Context: an optimization exercise on an open-source flow, tuned for small area. The choices shown serve that exercise and are no tape-out recipe. Only simulation tests tie the RTL to the original design; equivalence was not proved.

==> run E: inputs <==
==> flow/design.v <==
package regfile_pkg;
  localparam int DEFAULT_DATA_W   = 32;
  localparam int DEFAULT_NUM_REGS = 32;
  localparam int DEFAULT_NUM_RD   = 2;
endpackage
module regfile_clear_seq #(
  parameter int NUM_REGS = 32,
  parameter int ADDR_W   = $clog2(NUM_REGS)
) (
  input  logic              clk,
  input  logic              rst,
  input  logic              clearReq,
  output logic              busy,
  output logic [ADDR_W-1:0] clrAddr
);
  logic [ADDR_W:0] cnt;
  always_ff @(posedge clk or posedge rst) begin
    if (rst)       cnt <= '0;
    else if (busy) cnt <= cnt + 1'b1;
    else           cnt <= {clearReq, {ADDR_W{1'b0}}};
  end
  assign busy    = cnt[ADDR_W];
  assign clrAddr = cnt[ADDR_W-1:0];
endmodule
module regfile_multiport #(
  parameter int DATA_W   = regfile_pkg::DEFAULT_DATA_W,
  parameter int NUM_REGS = regfile_pkg::DEFAULT_NUM_REGS,
  parameter int NUM_RD   = regfile_pkg::DEFAULT_NUM_RD,
  parameter int ZERO_REG = 1
) (
  input  logic                                clk,
  input  logic                                rst,
  input  logic                                we,
  input  logic [$clog2(NUM_REGS)-1:0]         waddr,
  input  logic [DATA_W-1:0]                   wdata,
  input  logic [DATA_W/8-1:0]                 wstrb,
  input  logic [NUM_RD*$clog2(NUM_REGS)-1:0]  raddr,
  output logic [NUM_RD*DATA_W-1:0]            rdata,
  input  logic                                clear_req,
  output logic                                busy
);
  localparam int ADDR_W = $clog2(NUM_REGS);
  localparam int STRB_W = DATA_W / 8;
  localparam int FIRST  = (ZERO_REG != 0) ? 1 : 0;
  logic [ADDR_W-1:0] clrAddr;
  logic [ADDR_W-1:0] rowAddr;    
  logic              rowAct;     
  regfile_clear_seq #(.NUM_REGS(NUM_REGS)) uClearSeq (
    .clk      (clk),
    .rst      (rst),
    .clearReq (clear_req),
    .busy     (busy),
    .clrAddr  (clrAddr)
  );
  logic [DATA_W-1:0] wrData;
  for (genvar c = 0; c < DATA_W; c++) begin : gWrData
    assign wrData[c] = wdata[c] && wstrb[c / 8];
  end
  regfile_addrsel #(.ADDR_W(ADDR_W)) uAddrSel (
    .sel (busy), .a (waddr), .b (clrAddr), .y (rowAddr)
  );
  assign rowAct  = busy || we;
  logic [NUM_REGS*DATA_W-1:0] mem;     
  logic [NUM_REGS-1:0]        valid;
  logic [NUM_RD*NUM_REGS-1:0] rdSel;    
  for (genvar r = 0; r < NUM_REGS; r++) begin : gRow
    if (r < FIRST) begin : gZero
      assign mem[r*DATA_W +: DATA_W] = '0;
      assign valid[r]                = 1'b0;
    end else begin : gLive
      logic hit, wrRow, clrRow, vld;
      logic [DATA_W-1:0] q;
      logic [STRB_W-1:0] hold;
      assign hit    = rowAct && (rowAddr == ADDR_W'(r));
      assign wrRow  = hit && !busy;
      assign clrRow = hit && busy;
      always_ff @(posedge clk or posedge rst) begin
        if (rst) vld <= 1'b0;
        else     vld <= (vld || wrRow) && !clrRow;
      end
      assign valid[r]                = vld;
      assign mem[r*DATA_W +: DATA_W] = q;
      regfile_holdctl #(.STRB_W(STRB_W)) uHold (.wrRow(wrRow), .vld(vld), .strb(wstrb), .hold(hold));
      for (genvar b = 0; b < STRB_W; b++) begin : gByte
        logic [7:0] qNext;
        for (genvar i = 0; i < 8; i++) begin : gBit
          regfile_ao22 uNext (
            .a1 (q[b*8 + i]), .a2 (hold[b]), .b1 (wrData[b*8 + i]), .b2 (wrRow), .y (qNext[i])
          );
        end
        always_ff @(posedge clk) begin
          q[b*8 +: 8] <= qNext;
        end
      end
    end
    for (genvar k = 0; k < NUM_RD; k++) begin : gSel
      assign rdSel[k*NUM_REGS + r] = valid[r] && (raddr[k*ADDR_W +: ADDR_W] == ADDR_W'(r));
    end
  end
  localparam int NLIVE = NUM_REGS - FIRST;      
  localparam int NAOI  = NLIVE / 3;             
  localparam int NREST = NLIVE - 3 * NAOI;      
  localparam int NTERM = NAOI + (NREST != 0 ? 1 : 0);
  for (genvar k = 0; k < NUM_RD; k++) begin : gRd
    for (genvar d = 0; d < DATA_W; d++) begin : gBit
      logic [NTERM-1:0] termN;    
      for (genvar g = 0; g < NAOI; g++) begin : gAoi
        localparam int R = FIRST + 3 * g;
        regfile_aoi222 uAoi (
          .a1 (rdSel[k*NUM_REGS + R]),     .a2 (mem[R*DATA_W + d]),
          .b1 (rdSel[k*NUM_REGS + R + 1]), .b2 (mem[(R+1)*DATA_W + d]),
          .c1 (rdSel[k*NUM_REGS + R + 2]), .c2 (mem[(R+2)*DATA_W + d]),
          .y  (termN[g])
        );
      end
      if (NREST == 1) begin : gRest1
        localparam int R = FIRST + 3 * NAOI;
        regfile_nand2 uNand (.a(rdSel[k*NUM_REGS + R]), .b(mem[R*DATA_W + d]), .y(termN[NAOI]));
      end else if (NREST == 2) begin : gRest2
        localparam int R = FIRST + 3 * NAOI;
        regfile_aoi22 uAoi (
          .a1 (rdSel[k*NUM_REGS + R]),     .a2 (mem[R*DATA_W + d]),
          .b1 (rdSel[k*NUM_REGS + R + 1]), .b2 (mem[(R+1)*DATA_W + d]),
          .y  (termN[NAOI])
        );
      end
      regfile_or_n #(.N(NTERM)) uOr (.inN(termN), .y(rdata[k*DATA_W + d]));
    end
  end
endmodule
module regfile_aoi222 (
  input  logic a1, a2, b1, b2, c1, c2,
  output logic y
);
  assign y = !((a1 && a2) || (b1 && b2) || (c1 && c2));
endmodule
module regfile_aoi22 (
  input  logic a1, a2, b1, b2,
  output logic y
);
  assign y = !((a1 && a2) || (b1 && b2));
endmodule
module regfile_nand2 (
  input  logic a, b,
  output logic y
);
  assign y = !(a && b);
endmodule
module regfile_or_n #(
  parameter int N = 11
) (
  input  logic [N-1:0] inN,
  output logic         y
);
  assign y = !(&inN);
endmodule
module regfile_holdctl #(
  parameter int STRB_W = 4
) (
  input  logic              wrRow,
  input  logic              vld,
  input  logic [STRB_W-1:0] strb,
  output logic [STRB_W-1:0] hold
);
  logic wrInv;
  assign wrInv = wrRow && !vld;
  for (genvar b = 0; b < STRB_W; b++) begin : gByte
    assign hold[b] = !((wrRow && strb[b]) || wrInv);
  end
endmodule
module regfile_ao22 (
  input  logic a1, a2, b1, b2,
  output logic y
);
  assign y = (a1 && a2) || (b1 && b2);
endmodule
module regfile_addrsel #(
  parameter int ADDR_W = 5
) (
  input  logic              sel,
  input  logic [ADDR_W-1:0] a,
  input  logic [ADDR_W-1:0] b,
  output logic [ADDR_W-1:0] y
);
  assign y = sel ? b : a;
endmodule
==> flow/flow/run.sh <==
#!/bin/bash
# Own layout flow: the standard layout (standard synthesis unchanged), with two changes:
# the port buffers use buf_2 cells instead of the default delay-buffer cell, and clock tree
# synthesis inserts no dummy loads. Each tool's output stays in ORFS's per-step logs under
# orfs/logs/; make's own output goes to standard.log here.
set -euo pipefail
bash standard.sh finish \
  "BUFFER_PORTS_ARGS=-buffer_cell sky130_fd_sc_hd__buf_2" \
  "CTS_ARGS=-sink_clustering_enable -repair_clock_nets -dont_use_dummy_load -sink_clustering_size 28 -sink_clustering_max_diameter 70 -buf_list sky130_fd_sc_hd__clkbuf_16" \
  > standard.log 2>&1
==> flow/standard.sh <==
#!/bin/bash
# synth_recipe.tcl (not shown) runs the flow's synth.tcl, then flattens the netlist and writes it again
# the make line also repeats each setting of config.mk as NAME=value (left out here)
make -C /OpenROAD-flow-scripts/flow DESIGN_CONFIG=/design/flow/config.mk WORK_HOME=/design/flow/orfs CLKGATE_MAP_FILE= SYNTH_SCRIPT=/design/flow/synth_recipe.tcl "${@:-finish}"
==> flow/config.mk <==
export PLATFORM = sky130hd
export DESIGN_NAME = regfile_multiport
export DESIGN_NICKNAME = regfile_multiport
export VERILOG_FILES = /design/flow/design.v
export SDC_FILE = /design/flow/constraint.sdc
export NUM_CORES = 4
export LEC_CHECK = 0
export CAP_MARGIN = 10
export CORE_MARGIN = 2
export CORE_UTILIZATION = 50
export CTS_BUF_LIST = sky130_fd_sc_hd__clkbuf_16
export CTS_CLUSTER_DIAMETER = 70
export CTS_CLUSTER_SIZE = 28
export GPL_ROUTABILITY_DRIVEN = 1
export PLACE_DENSITY = 0.6
export SETUP_SLACK_MARGIN = 0.2
export SLEW_MARGIN = 10
export SYNTH_HIERARCHICAL = 1
==> flow/constraint.sdc <==
create_clock -name core_clock -period 6.5 [get_ports {clk}]
set_input_delay 1.3000 -clock core_clock [delete_from_list [all_inputs] [get_ports {clk}]]
set_output_delay 1.3000 -clock core_clock [all_outputs]
set_load 0.01 [all_outputs]
==> inputs of run F, as changes to run E <==
--- a/flow/design.v
+++ b/flow/design.v
@@ -45,4 +45,2 @@
   logic [ADDR_W-1:0] clrAddr;
-  logic [ADDR_W-1:0] rowAddr;    
-  logic              rowAct;     
   regfile_clear_seq #(.NUM_REGS(NUM_REGS)) uClearSeq (
@@ -58,6 +56,2 @@
   end
-  regfile_addrsel #(.ADDR_W(ADDR_W)) uAddrSel (
-    .sel (busy), .a (waddr), .b (clrAddr), .y (rowAddr)
-  );
-  assign rowAct  = busy || we;
   logic [NUM_REGS*DATA_W-1:0] mem;     
@@ -70,8 +64,7 @@
     end else begin : gLive
-      logic hit, wrRow, clrRow, vld;
+      logic wrRow, clrRow, vld;
       logic [DATA_W-1:0] q;
       logic [STRB_W-1:0] hold;
-      assign hit    = rowAct && (rowAddr == ADDR_W'(r));
-      assign wrRow  = hit && !busy;
-      assign clrRow = hit && busy;
+      assign wrRow  = we && !busy && (waddr == ADDR_W'(r));
+      assign clrRow = busy && (clrAddr == ADDR_W'(r));
       always_ff @(posedge clk or posedge rst) begin
@@ -82,12 +75,6 @@
       assign mem[r*DATA_W +: DATA_W] = q;
-      regfile_holdctl #(.STRB_W(STRB_W)) uHold (.wrRow(wrRow), .vld(vld), .strb(wstrb), .hold(hold));
       for (genvar b = 0; b < STRB_W; b++) begin : gByte
-        logic [7:0] qNext;
-        for (genvar i = 0; i < 8; i++) begin : gBit
-          regfile_ao22 uNext (
-            .a1 (q[b*8 + i]), .a2 (hold[b]), .b1 (wrData[b*8 + i]), .b2 (wrRow), .y (qNext[i])
-          );
-        end
+        assign hold[b] = !(wrRow && (wstrb[b] || !vld));
         always_ff @(posedge clk) begin
-          q[b*8 +: 8] <= qNext;
+          q[b*8 +: 8] <= (q[b*8 +: 8] & {8{hold[b]}}) | (wrData[b*8 +: 8] & {8{wrRow}});
         end
@@ -156,31 +143 @@
 endmodule
-module regfile_holdctl #(
-  parameter int STRB_W = 4
-) (
-  input  logic              wrRow,
-  input  logic              vld,
-  input  logic [STRB_W-1:0] strb,
-  output logic [STRB_W-1:0] hold
-);
-  logic wrInv;
-  assign wrInv = wrRow && !vld;
-  for (genvar b = 0; b < STRB_W; b++) begin : gByte
-    assign hold[b] = !((wrRow && strb[b]) || wrInv);
-  end
-endmodule
-module regfile_ao22 (
-  input  logic a1, a2, b1, b2,
-  output logic y
-);
-  assign y = (a1 && a2) || (b1 && b2);
-endmodule
-module regfile_addrsel #(
-  parameter int ADDR_W = 5
-) (
-  input  logic              sel,
-  input  logic [ADDR_W-1:0] a,
-  input  logic [ADDR_W-1:0] b,
-  output logic [ADDR_W-1:0] y
-);
-  assign y = sel ? b : a;
-endmodule
==> flow/run.sh (new file) <==
#!/bin/bash
# synth_recipe.tcl (not shown) runs the flow's synth.tcl, then flattens the netlist and writes it again
# the make line also repeats each setting of config.mk as NAME=value (left out here)
make -C /OpenROAD-flow-scripts/flow DESIGN_CONFIG=/design/flow/config.mk WORK_HOME=/design/flow/orfs CLKGATE_MAP_FILE= SYNTH_SCRIPT=/design/flow/synth_recipe.tcl finish
Settings changed: CAP_MARGIN 10 to 20, CORE_UTILIZATION 50 to 40, CTS_BUF_LIST sky130_fd_sc_hd__clkbuf_16 to default, CTS_CLUSTER_DIAMETER 70 to default, CTS_CLUSTER_SIZE 28 to default, PLACE_DENSITY 0.6 to 0.5, SETUP_SLACK_MARGIN 0.2 to 0.4, SLEW_MARGIN 10 to 20.
removed: flow/flow/run.sh
removed: flow/standard.sh
==> inputs of run R, as changes to run E <==
--- a/flow/design.v
+++ b/flow/design.v
@@ -58,5 +58,3 @@
   end
-  regfile_addrsel #(.ADDR_W(ADDR_W)) uAddrSel (
-    .sel (busy), .a (waddr), .b (clrAddr), .y (rowAddr)
-  );
+  assign rowAddr = busy ? clrAddr : waddr;
   assign rowAct  = busy || we;
@@ -82,12 +80,6 @@
       assign mem[r*DATA_W +: DATA_W] = q;
-      regfile_holdctl #(.STRB_W(STRB_W)) uHold (.wrRow(wrRow), .vld(vld), .strb(wstrb), .hold(hold));
       for (genvar b = 0; b < STRB_W; b++) begin : gByte
-        logic [7:0] qNext;
-        for (genvar i = 0; i < 8; i++) begin : gBit
-          regfile_ao22 uNext (
-            .a1 (q[b*8 + i]), .a2 (hold[b]), .b1 (wrData[b*8 + i]), .b2 (wrRow), .y (qNext[i])
-          );
-        end
+        assign hold[b] = !(wrRow && (wstrb[b] || !vld));
         always_ff @(posedge clk) begin
-          q[b*8 +: 8] <= qNext;
+          q[b*8 +: 8] <= (q[b*8 +: 8] & {8{hold[b]}}) | (wrData[b*8 +: 8] & {8{wrRow}});
         end
@@ -156,31 +148 @@
 endmodule
-module regfile_holdctl #(
-  parameter int STRB_W = 4
-) (
-  input  logic              wrRow,
-  input  logic              vld,
-  input  logic [STRB_W-1:0] strb,
-  output logic [STRB_W-1:0] hold
-);
-  logic wrInv;
-  assign wrInv = wrRow && !vld;
-  for (genvar b = 0; b < STRB_W; b++) begin : gByte
-    assign hold[b] = !((wrRow && strb[b]) || wrInv);
-  end
-endmodule
-module regfile_ao22 (
-  input  logic a1, a2, b1, b2,
-  output logic y
-);
-  assign y = (a1 && a2) || (b1 && b2);
-endmodule
-module regfile_addrsel #(
-  parameter int ADDR_W = 5
-) (
-  input  logic              sel,
-  input  logic [ADDR_W-1:0] a,
-  input  logic [ADDR_W-1:0] b,
-  output logic [ADDR_W-1:0] y
-);
-  assign y = sel ? b : a;
-endmodule
==> flow/flow/run.sh (replaced) <==
#!/bin/bash
# Own layout flow: the standard layout (standard synthesis unchanged), with these changes:
# the port buffers use buf_1 cells instead of the default delay-buffer cell, clock tree
# synthesis inserts no dummy loads, and after global routing the resizer downsizes gates on
# paths with positive slack (RECOVER_POWER). Each tool's output stays in ORFS's per-step logs
# under orfs/logs/; make's own output goes to standard.log here.
set -euo pipefail
bash standard.sh finish \
  "BUFFER_PORTS_ARGS=-buffer_cell sky130_fd_sc_hd__buf_1" \
  "CTS_ARGS=-sink_clustering_enable -repair_clock_nets -dont_use_dummy_load -sink_clustering_size 30 -sink_clustering_max_diameter 75 -buf_list sky130_fd_sc_hd__clkbuf_16" \
  "RECOVER_POWER=100" \
  > standard.log 2>&1
Settings changed: CORE_UTILIZATION 50 to 60, CTS_CLUSTER_DIAMETER 70 to 75, CTS_CLUSTER_SIZE 28 to 30, PLACE_DENSITY 0.6 to 0.7.
==> summary of the runs <==
- Run E completed with no timing, DRC or antenna violations. Run R finished but fails on capacitance limit, slew limit. Run F completed with no timing, DRC or antenna violations.
- The lowest global-route usage belongs to run F, the highest to run R.
- Maximum frequency: run E > run F > run R.
- Sequential share of layout area: run R is higher than run E (0.30 points).
- Register-to-register slack: run F > run E > run R.
- In run E the area after synthesis is lower than in run F, by 4.1%.

==> what the ideal ports hide <==
The results above use ideal ports. As a check the final layouts listed here were re-extracted and re-timed, cells and wires unchanged. Step 1 assumes that a clkbuf_16 drives the clock port and a buf_2 every other input. Step 2, shift: input delay + t, output delay - t, t = (earliest + latest rising clock arrival at the registers) / 2. This alone moves slack from input paths to output paths. Slacks: ideal ports / drivers / drivers and shift; pairs: ideal ports / drivers.
run | t, ns | setup slack, ns | worst slew at a driven data input, ns
run E | 0.728 | 0.864 / 0.786 / 0.786 | 0.13
run F | 0.788 | 0.409 / 0.370 / 0.370 | 0.12
run R | 0.732 | 0.243 / 0.166 / 0.166 | 0.08
The setup slack of run E, which loses most, moves by -0.078 ns with the drivers and by -0.078 ns with both steps.
